Context: an optimization exercise on an open-source flow, tuned for small area, a short achievable clock period and few clock cycles per item. The choices shown serve that exercise and are no tape-out recipe.
RTL that was checked went through simulation tests only; none was proved equivalent to the original.
No activity file was given, so power comes from the tool's default toggle rates.

Design div_top, start of the top module:
module div_top (
  input  wire                         CLK,
  input  wire                         RST_N,
  input  wire  [div_pkg::DATA_W-1:0]  req_a,
  input  wire  [div_pkg::DATA_W-1:0]  req_b,
  input  wire  [1:0]                  req_op,
  input  wire                         req_valid,
  output logic                        req_ready,
  output logic [div_pkg::DATA_W-1:0]  res,
  output logic                        res_valid,
  input  wire                         res_ready
);
  localparam int DW = div_pkg::DATA_W;
  logic [DW-1:0]              p_rem;
  logic [div_pkg::DVS_W-1:0]  p_ndvs;
  logic [div_pkg::CNT_W-1:0]  p_cnt;
  logic                       p_q_ones, p_neg, p_op_rem, p_valid;
  logic [DW-1:0]              c_mag;
  logic                       c_neg, c_q_ones, c_last, c_busy;
  logic                       r_free, r_free_held, rr_any, put, load, accept;
  assign put       = c_last & r_free;
  assign load      = p_valid & (~c_busy | put);
  assign accept    = req_valid & req_ready;
  assign rr_any    = ~p_valid | ~c_busy | (c_last & r_free_held);
  assign req_ready = RST_N & (rr_any | (c_last & res_ready));
  div_operand_prep u_prep (
    .CLK    (CLK),
    .RST_N  (RST_N),
    .req_a  (req_a),
    .req_b  (req_b),
    .req_op (req_op),
    .accept (accept),
    .take   (load),
    .rem    (p_rem),
    .ndvs   (p_ndvs),
    .cnt    (p_cnt),
    .q_ones (p_q_ones),
    .neg    (p_neg),
    .op_rem (p_op_rem),
    .valid  (p_valid)
  );
  div_stage_array u_core (
    .CLK       (CLK),
    .RST_N     (RST_N),
    .load      (load),
    .out_free  (r_free),
    .in_rem    (p_rem),
    .in_ndvs   (p_ndvs),
    .in_cnt    (p_cnt),
    .in_neg    (p_neg),
    .in_op_rem (p_op_rem),
    .in_q_ones (p_q_ones),
    .out_mag   (c_mag),
    .neg       (c_neg),
    .q_ones    (c_q_ones),
    .last      (c_last),
    .busy      (c_busy)
  );
  div_result_fix u_fix (
    .CLK       (CLK),
    .RST_N     (RST_N),
    .mag       (c_mag),
    .neg       (c_neg),
    .q_ones    (c_q_ones),
    .put       (put),
  ...
Size in the first run: about 2800 cells after synthesis, roughly 260 flip-flops, ~100 I/O pins, about 0.022 mm² of cells after synthesis.
clock: 5.5 ns
lec_check: 0
abc_area: 1
cap_margin: 20
core_margin: 2
core_utilization: 65
setup_slack_margin: 1.8
slew_margin: 20
run.sh (not shown) runs the stock make flow with config.mk's settings and CLKGATE_MAP_FILE= SYNTH_SCRIPT=/design/flow/synth_recipe.tcl, a recipe that flattens the netlist after the stock synthesis.
Testbench counts at the start, summed over its fixed seeds: cycles 51,178, items 16,000.
Then changed:
SETUP_SLACK_MARGIN = 2.0   (was 1.8)
Design area went up by about 1.9%.
Wire length is higher by about 2.6%.
Total power climbs by about 3%.
Utilization increases by 1.4 points.
Global-route usage rises by 0.66 points.
Worst setup slack gets better by 0.13 ns.
Then changed:
SETUP_SLACK_MARGIN = 2.2   (was 2.0)
Now the flow reached the layout checks and failed them: capacitance limit, slew limit.
Flip-flop and latch count stays the same.
Synthesized area is unchanged.
Via count came out higher by 7.7%.

* * *

## oak
div_top, a different RTL version from the one above (not shown whole).
Size: ~2300 cells after synthesis, roughly 210 flip-flops, roughly 100 I/O pins, roughly 20000 um2 of cells after synthesis.
==> flow/design.v (excerpt) <==
module div_top (
  input  wire                         CLK,
  input  wire                         RST_N,
  input  wire  [div_pkg::DATA_W-1:0]  req_a,
  input  wire  [div_pkg::DATA_W-1:0]  req_b,
  input  wire  [1:0]                  req_op,
  input  wire                         req_valid,
  output logic                        req_ready,
  output logic [div_pkg::DATA_W-1:0]  res,
  output logic                        res_valid,
  input  wire                         res_ready
);
Settings: LEC_CHECK=0, CAP_MARGIN=20, CORE_MARGIN=2, CORE_UTILIZATION=40, SETUP_SLACK_MARGIN=1.8, SLEW_MARGIN=20; clock period 5.5 ns.
oak: flow completed, timing, DRC and antenna clean
The following lists how pine was set up differently from oak:
- changing SETUP_SLACK_MARGIN from 1.8 to 1.0
## What came out
Taking oak as the reference, in pine highest ir drop seen on vdd grew by about 14%; global-route usage lower. Compared with oak, pine shows number of gates on the worst path with buffers counted lower by 3. In the reports for pine and oak, the larger total power consumption of the routed design belongs to oak. | DRC marker count from the first detailed-route iteration | higher: oak |. pine vs oak on share of the clock period used by the worst path after layout: pine is the higher one. pine against oak: time the final worst path needs with I/O delays and setup shows an increase of 110 ps; clock-cell share of area shows an increase of 0.58 points; combined area of the multi-input logic cells shows a reduction of 6.9%. Total non-filler cell area in the finished layout for pine is lower than for oak. In the flow results for pine and oak, the count of clock-buffer cells in the layout is smaller on pine.
Changes in birch relative to pine:
- CORE_UTILIZATION now 65, was 40
==> notes.md <==
In the final reports, the cell area of birch is smaller than that of pine. Number of tap cells added at floorplan in birch is 268 lower than in pine. Higher worst setup slack was reported by pine, not birch. Summary of birch over pine: clock network power share moved down; total number of placement rows moved down; total number of cells along the worst setup path moved down.
No functional check of the RTL was part of any run of this note.

* * *

Setup of build 21:
Another version of the RTL of div_top (not shown whole).
For scale: roughly 2800 cells after synthesis, about 250 flip-flops, about 100 I/O pins, about 21000 um2 of cells after synthesis.
Settings: LEC_CHECK=0, ABC_AREA=1, CAP_MARGIN=20, CORE_MARGIN=2, CORE_UTILIZATION=65, SETUP_SLACK_MARGIN=1.0, SLEW_MARGIN=20; clock period 5.5 ns.
Testbench counts of build 21, summed over its fixed seeds: cycles 51,178, items 16,000.
Changes in trial 10 relative to build 21:
Settings: clearing ABC_AREA, which used to be 1.
[summary]
- Trial 10 completed every stage of the flow, and the final layout passed the timing, design-rule and antenna checks.
- Compared with build 21, in trial 10 die area decreased about 4.6%; sequential share of layout area increased 0.97 points; placement row count decreased about 3%; number of cells on the worst hold path decreased 2.
- A worst setup path startpoint of req_op[0] is what build 21 shows, while u_core.dvs[2] belongs to trial 10.
- Cmp trial 10 vs build 21: global placer's final weighted congestion higher in trial 10

## what the ideal ports hide
How much do the figures lean on ideal ports? The routed layouts below were timed once more, with nothing changed but the port constraints. Step 1, drivers: a clkbuf_16 drives CLK and a buf_2 each remaining input, both assumed. Step 2 also shifts input and output timing later by t, the mid clock arrival at the registers, as if the neighbouring blocks saw the same clock. a / b / c = ideal / step 1 / step 2; a / b = the first two.
run | t, ns | slack for setup (ns) | hold WS [ns] | slew at the worst register clock pin (ns) | worst data-port slew with drivers (ns)
the first run of note 1 | 0.614 | 1.916 / 1.916 / 1.557 | 0.423 / 0.423 / 0.423 | 0.07 / 0.07 | 0.04
the second run of note 1 | 0.614 | 2.048 / 2.048 / 1.678 | 0.421 / 0.421 / 0.421 | 0.07 / 0.07 | 0.04
the third run of note 1 | 0.631 | 1.706 / 1.706 / 1.684 | 0.430 / 0.430 / 0.430 | 0.07 / 0.07 | 0.04
oak | 0.649 | 1.119 / 1.119 / 1.119 | 0.498 / 0.498 / 0.498 | 0.07 / 0.07 | 0.04
pine | 0.639 | 1.013 / 1.013 / 1.013 | 0.504 / 0.504 / 0.504 | 0.07 / 0.07 | 0.04
birch | 0.603 | 0.956 / 0.956 / 0.956 | 0.517 / 0.517 / 0.517 | 0.07 / 0.07 | 0.05
build 21 | 0.613 | 1.236 / 1.267 / 0.654 | 0.479 / 0.479 / 0.479 | 0.07 / 0.07 | 0.04
trial 10 | 0.603 | 1.076 / 1.076 / 0.563 | 0.421 / 0.421 / 0.421 | 0.07 / 0.07 | 0.04
The setup slack of build 21, which loses most, moves by +0.031 ns with the drivers and by -0.582 ns with both steps.
